Background: an optimization exercise with open tools, aiming at small area and a short achievable clock period. Do not read the settings as production practice. In this exercise RTL edits were held to simulation tests only and were not proved equivalent to the original. Power and IR drop assume default switching activity.

--- flow/run.sh ---
#!/bin/bash
# synth_recipe.tcl (not shown) runs the flow's synth.tcl, then flattens the netlist and writes it again
# the make line also repeats each setting of config.mk as NAME=value (left out here)
make -C /OpenROAD-flow-scripts/flow DESIGN_CONFIG=/design/flow/config.mk WORK_HOME=/design/flow/orfs CLKGATE_MAP_FILE= SYNTH_SCRIPT=/design/flow/synth_recipe.tcl finish
--- flow/config.mk ---
export PLATFORM = sky130hd
export DESIGN_NAME = coeff_loader
export DESIGN_NICKNAME = coeff_loader
export VERILOG_FILES = /design/flow/design.v
export SDC_FILE = /design/flow/constraint.sdc
export NUM_CORES = 4
export LEC_CHECK = 0
export CAP_MARGIN = 20
export CORE_MARGIN = 2
export CORE_UTILIZATION = 55
export SETUP_SLACK_MARGIN = 3.0
export SLEW_MARGIN = 20
export SYNTH_HIERARCHICAL = 1
export SYNTH_MINIMUM_KEEP_SIZE = 0
--- flow/constraint.sdc ---
create_clock -name core_clock -period 6.0 [get_ports {clk}]
set_input_delay 1.2000 -clock core_clock [delete_from_list [all_inputs] [get_ports {clk}]]
set_output_delay 1.2000 -clock core_clock [all_outputs]
set_load 0.01 [all_outputs]
--- flow/design.v ---
package coeff_loader_pkg;
  localparam int DEFAULT_TAPS = 128;
  localparam int DEFAULT_BW   = 16;
  typedef enum logic [2:0] {
    IDLE = 3'd0,
    SYNC = 3'd1,
    SEND = 3'd2,
    WAIT = 3'd3,
    ACK  = 3'd4
  } state_t;
endpackage
module coeff_loader #(
  parameter int TAPS    = coeff_loader_pkg::DEFAULT_TAPS,
  parameter int BW      = coeff_loader_pkg::DEFAULT_BW,
  parameter int TIMEOUT = 16
) (
  input  logic                        clk,
  input  logic                        rst,
  input  logic                        wr_en,
  input  logic [$clog2(TAPS)-1:0]     wr_addr,
  input  logic signed [BW-1:0]        wr_data,
  input  logic                        start,
  input  logic                        abort,
  output logic                        cfg_vld,
  output logic signed [BW-1:0]        cfg_data,
  output logic                        cfg_done_in,
  input  logic                        cfg_done_out,
  output logic                        busy,
  output logic                        done,
  output logic                        err
);
  localparam int AW = $clog2(TAPS);
  localparam int TW = $clog2(TIMEOUT);
  logic          s_idle, s_sync, s_send, s_wait, s_ack;
  logic          n_sync, n_send, n_wait, n_ack, n_stay;
  logic [AW-1:0] cnt;
  logic          cnt_one, cnt_to;
  assign s_idle   = !busy;
  assign s_send   = cfg_vld;
  assign s_ack    = done;
  assign s_sync   = cfg_done_in & !done;
  assign s_wait   = busy & !cfg_vld & !cfg_done_in;
  assign cnt_one  = (cnt == AW'(1));
  assign cnt_to   = (cnt[TW-1:0] == TW'(TIMEOUT - 1));
  assign n_sync = !abort & s_idle & start;
  assign n_send = !abort & (s_sync | (s_send & !cnt_one));
  assign n_stay = !abort & s_wait & !cfg_done_out & !cnt_to;
  assign n_wait = (!abort & s_send & cnt_one) | n_stay;
  assign n_ack  = !abort & s_wait & cfg_done_out;
  always_ff @(posedge clk or posedge rst) begin
    if (rst) begin
      busy        <= 1'b0;
      cfg_vld     <= 1'b0;
      cfg_done_in <= 1'b0;
      done        <= 1'b0;
      err         <= 1'b0;
      cnt         <= '0;
    end else begin
      busy        <= n_sync | n_send | n_wait | n_ack;
      cfg_vld     <= n_send;
      cfg_done_in <= n_sync | n_ack;
      done        <= n_ack;
      if (n_sync)
        err <= 1'b0;
      else if (!abort & s_wait & !cfg_done_out & cnt_to)
        err <= 1'b1;
      if (n_sync)
        cnt <= AW'(1);
      else if (n_send | n_stay)
        cnt <= cnt + AW'(1);
      else
        cnt <= '0;
    end
  end
  logic          par;                
  logic          wv;                 
  logic [AW-1:0] wa;                 
  logic [BW-1:0] wd;                 
  logic          wz;                 
  logic          wh;                 
  always_ff @(posedge clk) begin
    par <= !par;
    wv  <= wr_en & s_idle;
    wz  <= wr_en & s_idle & (wr_addr == '0);
    wh  <= wr_en & s_idle & (wr_addr == {{(AW-1){1'b0}}, n_sync});
    wa  <= wr_addr;
    wd  <= wr_data ^ {BW{!par}};
  end
  logic [TAPS-1:0] we, hold;
  coeff_loader_dec  #(.AW(AW), .N(TAPS)) u_we   (.a(wa), .en(wv), .y(we));
  coeff_loader_decn #(.AW(AW), .N(TAPS)) u_hold (.a(wa), .en(wv), .yn(hold));
  logic [BW-1:0] mem [TAPS];
  always_ff @(posedge clk) begin
    for (int i = 0; i < TAPS; i++)
      mem[i] <= ~((mem[i] & {BW{hold[i]}}) | (wd & {BW{we[i]}}));
  end
  logic [TAPS-1:0]    rsel, rdec;
  logic [BW-1:0]      rd, rq;
  logic [TAPS*BW-1:0] mem_flat;
  always_comb
    for (int i = 0; i < TAPS; i++)
      mem_flat[i*BW +: BW] = mem[i];
  coeff_loader_dec #(.AW(AW), .N(TAPS)) u_rdec (.a(cnt), .en(1'b1), .y(rdec));
  assign rsel = {rdec[TAPS-1:2], rdec[1:0] & {2{!wh}}};
  coeff_loader_rdmux #(.BW(BW), .N(TAPS)) u_rd (.sel(rsel), .d(mem_flat), .fsel(wh), .fd(wd), .y(rd));
  always_ff @(posedge clk)
    rq <= rd;
  always_ff @(posedge clk or posedge rst) begin
    if (rst)
      cfg_data <= '0;
    else if (n_send)
      cfg_data <= ((s_sync & wz) ? wd : ~rq) ^ {BW{par}};
  end
endmodule
module coeff_loader_dec #(
  parameter int AW = 7,
  parameter int N  = 128
) (
  input  logic [AW-1:0] a,
  input  logic          en,
  output logic [N-1:0]  y
);
  always_comb
    for (int i = 0; i < N; i++)
      y[i] = en & (a == AW'(i));
endmodule
module coeff_loader_decn #(
  parameter int AW = 7,
  parameter int N  = 128
) (
  input  logic [AW-1:0] a,
  input  logic          en,
  output logic [N-1:0]  yn
);
  always_comb
    for (int i = 0; i < N; i++)
      yn[i] = !(en & (a == AW'(i)));
endmodule
module coeff_loader_rdmux #(
  parameter int BW = 16,
  parameter int N  = 128
) (
  input  logic [N-1:0]  sel,
  input  logic [N*BW-1:0] d,
  input  logic          fsel,
  input  logic [BW-1:0] fd,
  output logic [BW-1:0] y
);
  always_comb begin
    y = fd & {BW{fsel}};
    for (int i = 0; i < N; i++)
      y = y | (d[i*BW +: BW] & {BW{sel[i]}});
  end
endmodule
==> summary.txt, run 1 <==
Logic synthesis
  • Top-area cell type share of the netlist area: 54.9%
  • Seq/Total Area, Yosys: 55.8%
  • Cell type with the largest total area after synthesis: dfxtp_1
  • Mean Syn Cell Area: 10.6 um2
  • Yosys warns: 11
  • Syn_nets: 7243
  • Post-Syn Area: 76300 um2
  • Synthesis-stage register bit count: 2119
  • Synth top area cells: dfxtp_1, a22oi_1, clkbuf_1, a22o_1, a221oi_1
  • Post-synth cell types: 54
  • Mapped Cells: 7212

Status
  • Log Error: [ERROR GRT-0116] Global routing finished with congestion. Check the congestion regions in the DRC Viewer.
  • Stopped at: global routing
  • Status: aborted with a tool error

Clock network
  • CTS Sinks: 2119
  • H-tree levels: 4
  • Clock tree buffer depth: 3
  • CTS Buf Count: 206
  • Root Buffer Master: clkbuf_16

Placed design
  • PortBufs: 49
  • HPWL Detailed: 361000 um
  • Gpl congestion: 1.29

GRT
  • Pin count of the biggest net entering global routing: 112
  • Vias in the first global route: 81.0k
  • Overall Global Routing Usage: 81.7%
  • Grt ovf: 13
  • First-pass GRT wire length: 785000 um

Die
  • Rows: 136
  • Die Width: 376 um
  • Die H: 376 um
  • I/O pins: 50
  • Initial Util: 55.5%
-- power by group through the flow --
stage	registers, mW	logic (mW)	clock network (mW)
after floorplan	16.9	1.55	0
after global placement	17.4	2.36	0
after detailed placement	17.5	2.47	0
after CTS	17.2	2.64	13.3
-- how the worst max path moves through the flow --
stage,to,slack [ns],cells after the start
CTS,rq[13]$_DFF_P_,2.72,11
detailed placement,rq[6]$_DFF_P_,1.19,8
global placement,rq[7]$_DFF_P_,0.62,8
floorplan,rq[14]$_DFF_P_,3.45,11
-- cell families after synthesis --
| group | share of synthesized area, % |
|---|---|
| flip-flops | 55.8 |
| AND/OR/NAND/NOR | 6.23 |
| adder cells (fa/ha/maj) | 0.0328 |
| other | 0.00492 |
| buffers and inverters | 5.92 |
| multiplexers | 0.490 |
| XOR/XNOR | 0.436 |
| AO/OA/AOI/OAI | 31.1 |
-- metal layers --
layer	GRT usage (%)	overflow
met3	74.4	1
met5	56.5	0
met4	74.5	8
met1	84.7	1
met2	89.7	3
-- cells in the mapped netlist (all sizes together) --
library cell / count
dfrtp: 28
and2b: 2
and2: 4
or2: 3
clkbuf: 956
and4bb: 10
nand2b: 11
nand4b: 14
dfxtp: 2091
and4b: 10
and3: 2
a22oi: 2636
nand3: 116
mux2i: 16
nand4bb: 18
nor2: 209
nand3b: 1
and4: 4
o31ai: 1
xor2: 2
mux2: 16
nand2: 77
nor3: 88
a22o: 210
conb: 1
a221oi: 210
nand4: 185
a21oi: 3
nor4b: 7
xnor2: 36
or4: 2
buf: 138
a222oi: 16
or4b: 11
nor4: 46
nor2b: 7
inv: 22
nor3b: 1
ha: 2
-- timing repair --
item,in CTS
cloned,2
buffers inserted,179
setup endpoints to repair,888
hold buffers,0
endpoints found under the hold margin,0
resized for setup,370
pin swaps,114
-- through the flow --
step,cell area [um2],util [%],cells,worst slack [ns],hold WS [ns]
after floorplan,76300,-,7212,3.45,0.414
after CTS,90500,65.8,8966,2.72,0.438
after global placement,79400,57.7,8394,0.619,0.424
after detailed placement,79700,58.0,8411,1.19,0.429
==> run 2, diff against run 1 <==
--- a/flow/config.mk
+++ b/flow/config.mk
@@ -10,3 +10,3 @@
 export CORE_UTILIZATION = 55
-export SETUP_SLACK_MARGIN = 3.0
+export SETUP_SLACK_MARGIN = 3.4
 export SLEW_MARGIN = 20
==> run 2 against run 1 <==
The run again fails in global routing. Synthesized area did not move. Synthesized cell count unchanged.
==> summary.txt, run 2 <==
Status
  • Status: aborted with a tool error (unchanged)
  • Stopped at: global routing (unchanged)
  • Log Error: [ERROR GRT-0116] Global routing finished with congestion. Check the congestion regions in the DRC Viewer. (unchanged)

Logic synthesis
  • Top-area cell type share of the netlist area: 54.9% (unchanged)
  • Synth async-reset ratio: 1.32% (unchanged)
  • Seq/Total Area, Yosys: 55.8% (unchanged)
  • Post-synth EDFFs: 0 (unchanged)
  • Post-synth cell types: 54 (unchanged)
  • Syn_nets: 7243 (unchanged)
  • Post-Syn Area: 76300 um2 (unchanged)
  • Synth cell count leaders: a22oi_1, dfxtp_1, clkbuf_1 (unchanged)
  • Synthesized-area fraction occupied by adder cells: 0.0328% (unchanged)
  • Synthesized-area fraction occupied by xor and xnor cells: 0.436% (unchanged)
  • Mean Syn Cell Area: 10.6 um2 (unchanged)
  • Mapped Cells: 7212 (unchanged)
  • Synth Area in Simple Gates: 6.23% (unchanged)
  • Yosys warns: 11 (unchanged)
  • Synth Area in Compound Gates: 31.1% (unchanged)
  • Synthesis-stage register bit count: 2119 (unchanged)
  • Cell type with the largest total area after synthesis: dfxtp_1 (unchanged)
  • Top-count cell post-synth: a22oi_1 (unchanged)
  • Synth top area cells: dfxtp_1, a22oi_1, clkbuf_1, a22o_1, a221oi_1 (unchanged)
  • Post-synthesis mux area share: 0.490% (unchanged)
  • Synth Flop Type: dfxtp_1 (unchanged)
  • Main combinational cell family by area after synthesis: compound AO/OA/AOI/OAI gates (unchanged)

Clock network
  • CTS Buf Count: 206 (unchanged)
  • H-tree levels: 4 (unchanged)
  • CTS Sinks: 2119 (unchanged)
  • CTS Hold Bufs: 0 (unchanged)
  • Root Buffer Master: clkbuf_16 (unchanged)
  • Clock tree buffer depth: 3 (unchanged)

Placed design
  • PortBufs: 49 (unchanged)
  • DP Worst Slack: 1.19 ns (unchanged)
  • HPWL Detailed: 361000 um (unchanged)
  • Gpl congestion: 1.29 (unchanged)

GRT
  • Vias in the first global route: 81.5k
  • Grt ovf: 37
  • First-pass GRT wire length: 793000 um
  • Pin count of the biggest net entering global routing: 112
  • Overall Global Routing Usage: 82.6%

Die
  • Rows: 136 (unchanged)
  • I/O pins: 50 (unchanged)
  • Die Width: 376 um (unchanged)
  • Initial Util: 55.5% (unchanged)
  • Die H: 376 um (unchanged)
-- run 2: cell counts after synthesis --
Identical to the previous run, type by type.
-- run 2: cells by family after synthesis --
kind of cell / after synthesis
other: 1
xor gates and xnor gates: 38
buffers and inverters: 1116
muxes: 32
DFF: 2119
and+or+nand+nor: 828
AOI/OAI and AO/OA: 3076
adders and majority gates: 2
-- run 2: routing by layer --
| layer | track usage, % | GRT overflow |
|---|---|---|
| met5 | 62.6 | 0 |
| met4 | 75.4 | 18 |
| met3 | 76.0 | 0 |
| met2 | 90.2 | 19 |
| met1 | 85.0 | 0 |
-- run 2: worst max path at each step --
stage | from | end | slack (ns) | cells after the start
floorplan | cnt[4]$_DFF_PP0_ | rq[14]$_DFF_P_ | 3.45 | 11
global placement | cnt[0]$_DFF_PP0_ | rq[7]$_DFF_P_ | 0.62 | 8
detailed placement | cnt[1]$_DFF_PP0_ | rq[6]$_DFF_P_ | 1.19 | 8
CTS | cnt[6]$_DFF_PP0_ | rq[13]$_DFF_P_ | 2.84 | 9
-- run 2: per-stage QoR --
stage / cell area, um2 / instances
after floorplan: 76300 / 7212
after global placement: 79400 / 8394
after detailed placement: 79700 / 8411
after CTS: 92300 / 9052
-- run 2: power groups by stage --
stage	Sequential, mW	Combinational, mW	Clock (mW)
after floorplan	16.9	1.55	0
after global placement	17.4	2.36	0
after detailed placement	17.5	2.47	0
after CTS	17.2	2.67	13.3
-- run 2: timing repair --
action / in CTS
setup endpoints to repair: 1944
pin swaps: 179
cloned: 2
gates resized for setup: 664
setup buffers: 265
